Background: an optimization exercise with open tools, aiming at small area, a short achievable clock period and few clock cycles per item. Do not read the settings as production practice.
Where RTL was checked, it was by simulation tests only, not by an equivalence proof against the original.
The RTL of run 2 was laid out without a check of its function.
Power figures rest on the tool's default switching activity, not on a simulated workload.

$ cat design/flow/config.mk
export PLATFORM = sky130hd
export DESIGN_NAME = alu_op_sequencer
export DESIGN_NICKNAME = alu_op_sequencer
export VERILOG_FILES = /design/flow/design.v
export SDC_FILE = /design/flow/constraint.sdc
export NUM_CORES = 4
export LEC_CHECK = 0
export CAP_MARGIN = 20
export CORE_MARGIN = 2
export CORE_UTILIZATION = 30
export SLEW_MARGIN = 20
$ cat design/flow/constraint.sdc
create_clock -name core_clock -period 5.0 [get_ports {clk}]
set_input_delay 1.0000 -clock core_clock [delete_from_list [all_inputs] [get_ports {clk}]]
set_output_delay 1.0000 -clock core_clock [all_outputs]
set_load 0.01 [all_outputs]
$ cat design/flow/design.v
module alu_op_sequencer #(
    parameter int N    = 32,
    parameter int REGS = 16
) (
    input  logic         clk,
    input  logic         rst,
    input  logic         instr_valid,
    output logic         instr_ready,
    input  logic [3:0]   instr_func,
    input  logic [3:0]   instr_rd,
    input  logic [3:0]   instr_rs,
    input  logic [3:0]   instr_rt,
    input  logic         instr_use_imm,
    input  logic [N-1:0] instr_imm,
    output logic [N-1:0] alu_a,
    output logic [N-1:0] alu_b,
    output logic [3:0]   alu_func,
    input  logic [N-1:0] alu_res,
    output logic         res_valid,
    output logic [N-1:0] res_data,
    output logic [3:0]   res_rd,
    input  logic [3:0]   dbg_addr,
    output logic [N-1:0] dbg_data
);
    logic [N-1:0]    regfile [REGS];
    logic [REGS-1:0] rvalid;         
    logic            accept;
    function automatic logic [N-1:0] rf_read(input logic [3:0] addr);
        rf_read = rvalid[addr] ? regfile[addr] : '0;
    endfunction
    assign instr_ready = ~rst;
    assign accept      = instr_valid & ~rst;
    always_comb begin
        alu_a    = rf_read(instr_rs);
        alu_b    = instr_use_imm ? instr_imm : rf_read(instr_rt);
        alu_func = instr_func;
    end
    always_comb begin
        dbg_data = rf_read(dbg_addr);
    end
    always_ff @(posedge clk or posedge rst) begin
        if (rst) begin
            res_valid <= 1'b0;
        end else begin
            res_valid <= accept;
        end
    end
    always_ff @(posedge clk) begin
        res_data <= alu_res;
        res_rd   <= instr_rd;
    end
    always_ff @(posedge clk or posedge rst) begin
        if (rst) begin
            rvalid <= '0;
        end else if (accept) begin
            rvalid[instr_rd] <= 1'b1;
        end
    end
    always_ff @(posedge clk) begin
        if (instr_valid) begin
            regfile[instr_rd] <= alu_res;
        end
    end
endmodule
$ cat design/flow/run.sh
#!/bin/bash
# synth_recipe.tcl (not shown) runs the flow's synth.tcl, then flattens the netlist and writes it again
# the make line also repeats each setting of config.mk as NAME=value (left out here)
make -C /OpenROAD-flow-scripts/flow DESIGN_CONFIG=/design/flow/config.mk WORK_HOME=/design/flow/orfs CLKGATE_MAP_FILE= SYNTH_SCRIPT=/design/flow/synth_recipe.tcl finish
==> results of run 1 <==
[routing by layer]
metal	routed length, um	part of all wire [%]	vias to the layer above	track usage [%]
li1	-	-	6843	-
met1	36380	39	9307	23.50
met2	48290	52	749	32.22
met3	5874	6.3	150	3.417
met4	2558	2.7	4	6.071
met5	27	0.029	-	0
[power groups by stage]
stage                     clock network (W)  registers [W]  logic [W]
final                               0.00503        0.00539    0.00186
after global routing                0.00533        0.00540    0.00197
after CTS                           0.00515        0.00539    0.00189
after detailed placement                  0        0.00549    0.00189
after global placement                    0        0.00547    0.00188
after floorplan                           0        0.00546    0.00102
[worst max-delay path, cell delays in order]
cell             delay (ps)
clkdlybuf4s50_1         730
mux4_2                  370
o2111ai_1               300
o41ai_4                 140
buf_4                   290
a22o_1                  260
clkdlybuf4s50_1         480
[layout make-up]
cell class / count / area, um2 / area share (%)
Antenna cell: 2 / 5.005 / 0.01401
Sequential cell: 565 / 16520 / 46.24
Multi-Input combinational cell: 731 / 12310 / 34.44
Clock buffer: 89 / 1896 / 5.305
Timing Repair Buffer: 285 / 3024 / 8.463
Clock inverter: 38 / 369.1 / 1.033
Tap cell: 1276 / 1597 / 4.468
Inverter: 4 / 15.01 / 0.04202
[Yosys cell counts, drive strengths merged]
cell type,instances
edfxtp,512
mux4,458
buf,72
nor2b,70
clkbuf,67
a22oi,64
nand2,41
dfxtp,36
a22o,32
dfrtp,17
nor2,17
a21o,10
nor3,6
mux2i,5
a31o,4
ha,4
inv,4
mux2,3
and2,2
nand2b,2
nand3b,2
o21ai,2
o41ai,2
xnor2,2
a41o,1
nand3,1
o2111ai,1
o31ai,1
xor2,1
[worst max-delay path by stage]
stage	to	cells past startpoint
after global placement	alu_b[30]	7
after floorplan	regfile[0][0]$_DFFE_PP_	4
after detailed placement	alu_b[25]	7
final	alu_b[30]	7
after global routing	alu_b[30]	7
after CTS	alu_b[30]	7
[registers in the layout, summed over array words and instances, names as in the netlist]
register	flops
res_valid	1
regfile	512
rvalid	16
res_data	32
res_rd	4
[metrics by stage]
step	std cells	total power, W	setup slack [ps]	utilization (%)
global route	2989	0.01270	281.0	36.84
global placement	2861	0.007346	478.4	34.50
CTS	2988	0.01243	378.9	36.83
finish	2990	0.01228	419.4	36.84
floorplan	1439	0.006482	908.1	-
detailed placement	2861	0.007373	379.1	34.50
[kinds of logic (layout without fill, tap and decap cells)]
family	Yosys count	in the layout	share of synthesized area, %
simple gates	141	141	2.481
compound gates	117	117	3.165
flops	565	565	56.09
buf+inv	143	416	2.693
other cells	0	2	0
xor+xnor	3	3	0.08923
fa+ha+maj	4	4	0.1699
mux	466	466	35.31
==> results_dict.tcl, run 1 <==
set metrics [dict create \
    status "no timing/DRC/antenna violations" \
    synth_seq_area_share_pct 56.09 \
    first_global_vias 18212 \
    clockBufferDepth 3 \
    most-common-layout-cells "edfxtp_1, mux4_2, clkdlybuf4s50_1" \
    routed_wl_um 93130 \
    syn-num-nets 1531 \
    drive_gt1_share_pct 39.14 \
    postSynthCellCount 1439 \
    cp-startpoint "instr_rt[1]" \
    rsz0062_at_grt "false" \
    cts_repair_resize_count 0 \
    crit_path_max_fanout 22 \
    cts_root_buf "clkbuf_16" \
    port_buffers 217 \
    ios 226 \
    p_seq_share_pct 43.9 \
    netlist.area_leader.share_pct 52.20 \
    synth_cell_types 33 \
    combPwrFrac_pct 15.1 \
    clock_latency_ps 600 \
    slew_violations 0 \
    final_nets 1748 \
    min_delay_worst_endpoint "rvalid[6]$_DFFE_PP0P_" \
    reg2reg_depth 1 \
    setup_viol 0 \
    worstPathArrival_ps 3580 \
    cts.clk_slew.worst_paths_ps 60 \
    hpwl_um 55250 \
    timing.rr.start "rvalid[8]$_DFFE_PP0P_" \
    setup_tns_ps 0 \
    cts_max_level 3 \
    timing.final.crit_period_ps 4581 \
    max-vdd-ir-drop_mv 0.2054 \
    max_freq_mhz 218.3 \
    die_y_um 317.3 \
    switching_share_pct 24.79 \
    grt-ovfl-total 0 \
    ys_seq_elements 565 \
    cts_tree "done" \
    via_per_inst 5.703 \
    hp-start "rvalid[6]$_DFFE_PP0P_" \
    worstHoldPathType "reg2reg" \
    layout_commonest_cell "edfxtp_1" \
    cap_violations 0 \
    cp-start-kind "input port" \
    vias 17053 \
    rows 114 \
    hold_ws_ps 504.1 \
    pwr-share-clk_pct 41.0 \
    synth_area_leaders "edfxtp_1, mux4_2, dfxtp_1, a22oi_1, nor2b_1" \
    p_sw_w 0.003044 \
    worst_pin_slew_ps 891.7 \
    cts_sinks 565 \
    die-area_mm2 0.1007 \
    cp-end-kind "output pin" \
    syn2layout_area_growth_pct 21.32 \
    cp.required_ps 4000 \
    grt_pass1_wl_um 133900 \
    r2r_end "rvalid[8]$_DFFE_PP0P_" \
    relSlewSlack_pct 40.41 \
    place.gp.congestion 0.7648 \
    initial_core_util_pct 30.37 \
    core_mm2 0.09699 \
    antenna_found_initial 3 \
    post_cts_buffers 0 \
    leakage_nw 11.27 \
    fin_skew_ps 0 \
    ff2ff_setup_slack_ps 4230 \
    hold_path_depth 1 \
    synth_area_leader_cell "edfxtp_1" \
    cts_hold_buf 0 \
    nFillCells 8864 \
    p_int_w 0.009237 \
    post_drt_wl_per_cell_um 31.15 \
    fin_area_mm2 0.03573 \
    final-hold-violation-count 0 \
    die_w_um 317.3 \
    ant_nets 0 \
    cts-buffers-inserted 69 \
    grtUsageTotal_pct 18.59 \
    drt_iter0_drc 1705 \
    post-route-drc-count 0 \
    grt_max_degree 69 \
    final.period_utilization_pct 91.61 \
    syn_area_mm2 0.02945 \
    ys_warn_count 1 \
    power_density_mw_per_mm2 343.7 \
    critical_path_class "in2out" \
    avgSynthCellArea_um2 20.47 \
    placed_area_mm2 0.03346 \
    drtPass1Iterations 5 \
]
Testbench counts, summed over its fixed seeds: cycles 3,208, items 3,200.
==> run 2: changes to the inputs <==
--- a/design/flow/design.v
+++ b/design/flow/design.v
@@ -27,5 +27,12 @@
     logic            accept;
     function automatic logic [N-1:0] rf_read(input logic [3:0] addr);
-        rf_read = rvalid[addr] ? regfile[addr] : '0;
+        logic [REGS-1:0] sel;
+        for (int i = 0; i < REGS; i++) begin
+            sel[i] = (addr == i[3:0]) & rvalid[i];
+        end
+        rf_read = '0;
+        for (int i = 0; i < REGS; i++) begin
+            rf_read = rf_read | ({N{sel[i]}} & regfile[i]);
+        end
     endfunction
     assign instr_ready = ~rst;
==> results_dict.tcl, run 2 <==
set metrics [dict create \
    post_drt_wl_per_cell_um 36.10 \
    worstPathArrival_ps 4130 \
    setup_tns_ps -128.7 \
    ios 226 \
    synth_area_leaders "edfxtp_1, a22oi_1, o22ai_1, nand2_1, dfxtp_1" \
    syn_area_mm2 0.02690 \
    power_density_mw_per_mm2 366.0 \
    grt_pass1_wl_um 187000 \
    top_register "regfile" \
    hold_ws_ps 658.7 \
    postSynthCellCount 2299 \
    cts_tree "done" \
    clockBufferDepth 3 \
    synth_area_leader_cell "edfxtp_1" \
    nFillCells 8357 \
    synth-edff-count 512 \
    leakage_nw 11.81 \
    post-route-drc-count 0 \
    cts_root_buf "clkbuf_16" \
    worst_pin_slew_ps 1105 \
    cp-end-kind "output pin" \
    final.period_utilization_pct 102.6 \
    ant_nets 0 \
    cp-start-kind "input port" \
    cts_sinks 565 \
    diodes 0 \
    drt_iter0_drc 4767 \
    final_nets 2670 \
    die-area_mm2 0.09207 \
    synth_cell_types 65 \
    cap_violations 0 \
    rsz0062_at_grt "false" \
    rows 109 \
    max-vdd-ir-drop_mv 0.2409 \
    routed_wl_um 137100 \
    port_buffers 217 \
    die_w_um 303.4 \
    clock_latency_ps 620 \
    initial_core_util_pct 30.34 \
    crit_path_max_fanout 19 \
    violatedChecks "negative setup slack" \
    avgSynthCellArea_um2 11.70 \
    fin_area_mm2 0.03451 \
    setup_viol 1 \
    grt-ovfl-total 0 \
    netlist.area_leader.share_pct 57.16 \
    dp_slack_ps -177.6 \
    die_y_um 303.4 \
    cts_hold_buf 0 \
    first_global_vias 24559 \
    syn-num-nets 2392 \
    relSlewSlack_pct 26.36 \
    yosysMostFrequentCell "edfxtp_1" \
    vias 25683 \
    timing.final.crit_period_ps 5129 \
    critical_path_class "in2out" \
    setup_ws_ps -128.7 \
    drtPass1Iterations 7 \
    synthTopCellsByCount "edfxtp_1, a22oi_1, nand2_1" \
    via_per_inst 6.762 \
    max_freq_mhz 195.0 \
    synthFlopType "edfxtp_1" \
    largest_reg_flops 512 \
    syn2layout_area_growth_pct 28.29 \
    ys_warn_count 1 \
    layout_commonest_cell "edfxtp_1" \
    status "failed layout checks" \
    slew_violations 0 \
    place.gp.congestion 0.9697 \
    cp.required_ps 4000 \
    ys_seq_elements 565 \
    grt_max_degree 37 \
    worstHoldPathType "reg2reg" \
    cts.clk_slew.worst_paths_ps 50 \
    reg.largest.list "regfile x512, res_data x32, rvalid x16" \
    most-common-layout-cells "edfxtp_1, a22oi_1, nand2_1" \
    final-hold-violation-count 0 \
    antenna_found_initial 2 \
    cts-buffers-inserted 70 \
    drive_gt1_share_pct 14.70 \
    fin_skew_ps 0 \
    grtUsageTotal_pct 28.84 \
    core_mm2 0.08865 \
    hpwl_um 84880 \
    synth_seq_area_share_pct 61.42 \
    synthArstFlopShare_pct 3.009 \
    cts_max_level 3 \
    placed_area_mm2 0.03207 \
]
==> run 2: final timing paths <==
check | from | endpoint | slack, ps | cells past startpoint
min in group asynchronous | rst | rvalid[8]$_DFFE_PP0P_ | 840 | 3
worst max register to register | rvalid[15]$_DFFE_PP0P_ | rvalid[15]$_DFFE_PP0P_ | 3700 | 2
worst min register to register | rvalid[1]$_DFFE_PP0P_ | rvalid[1]$_DFFE_PP0P_ | 660 | 1
worst max-delay path | instr_rt[0] | alu_b[27] | -130 | 9
worst min-delay path | rvalid[1]$_DFFE_PP0P_ | rvalid[1]$_DFFE_PP0P_ | 660 | 1
max in group asynchronous | rst | rvalid[6]$_DFFE_PP0P_ | 3960 | 3
==> run 2: kinds of logic after synthesis <==
group | Yosys count | share of synthesized area (%)
buffers and inverters | 229 | 3.656
AND/OR/NAND/NOR | 629 | 11.61
adder cells (fa/ha/maj) | 5 | 0.2326
AO/OA/AOI/OAI | 868 | 22.98
flip-flops | 565 | 61.42
XOR/XNOR | 3 | 0.09771
==> run 2: metrics by stage <==
step / utilization (%) / std cells / total power, W
6_report: 38.93 / 3798 / 0.01263
5_1_grt: 38.93 / 3798 / 0.01293
4_1_cts: 38.86 / 3794 / 0.01261
3_5_place_dp: 36.18 / 3666 / 0.007372
3_3_place_gp: 36.18 / 3666 / 0.007367
2_1_floorplan: - / 2299 / 0.006267
==> run 2: layout make-up <==
class,count,area [um2],area share (%)
Sequential cell,565,16520,47.89
Multi-Input combinational cell,1505,9644,27.95
Tap cell,1165,1458,4.224
Clock inverter,41,455.4,1.320
Timing Repair Buffer,426,4482,12.99
Inverter,9,33.78,0.09790
Clock buffer,87,1909,5.533
==> run 2: repair_timing <==
action                                  in CTS  in global routing
gates resized for setup                      5                  8
endpoints found under the hold margin        0                  0
endpoints found under the setup margin       3                 35
buffers inserted                             0                  4
pin swaps                                    0                  1
==> run 2: critical path, stage by stage <==
cell and delay, ps:
clkdlybuf4s50_1 570, buf_4 250, nand4bb_2 260, buf_12 230, nor2_1 70, a2111oi_0 760, a32oi_1 270, buf_4 230
clkdlybuf4s50_1 480
==> run 2: power breakdown <==
group / switching [W] / internal, W
clock network: 0.00212 / 0.00315
registers: 0.000249 / 0.00529
logic: 0.00109 / 0.000724
==> run 2: routing by layer <==
layer / vias up / share of wire, % / GRT usage [%]
li1: 9942 / - / -
met1: 12480 / 37 / 38.42
met2: 2675 / 42 / 42.03
met3: 582 / 15 / 9.417
met4: 4 / 5.6 / 14.32
met5: - / 0.014 / 0

[re-timing with driven ports]
No port has a modelled driver above. Below, the same layouts with a new extraction and two added sets of constraints.
Step 1: set_driving_cell puts a clkbuf_16 on clk and a buf_2 on each other input, an assumption about the parent block.
Step 2 moves the port delays by t, midway between the first and last clock arrival at a register: inputs arrive t later, outputs are due t later. That takes back most of the time a late clock gives input paths.
Three values: no drivers, after step 1, after step 2; two values: the first two.
| run | shift t [ns] | setup slack, ns | worst hold slack (ns) | worst setup path at the end | worst register clock-pin slew, ns |
|---|---|---|---|---|---|
| run 1 | 0.666 | 0.419 / 0.383 / 0.383 | 0.504 / 0.504 / 0.504 | input to output | 0.06 / 0.06 |
| run 2 | 0.690 | -0.129 / -0.159 / -0.159 | 0.659 / 0.659 / 0.659 | input to output | 0.07 / 0.07 |
For run 1, which loses most, drivers alone change the setup slack by -0.036 ns; drivers and shift together by -0.036 ns.
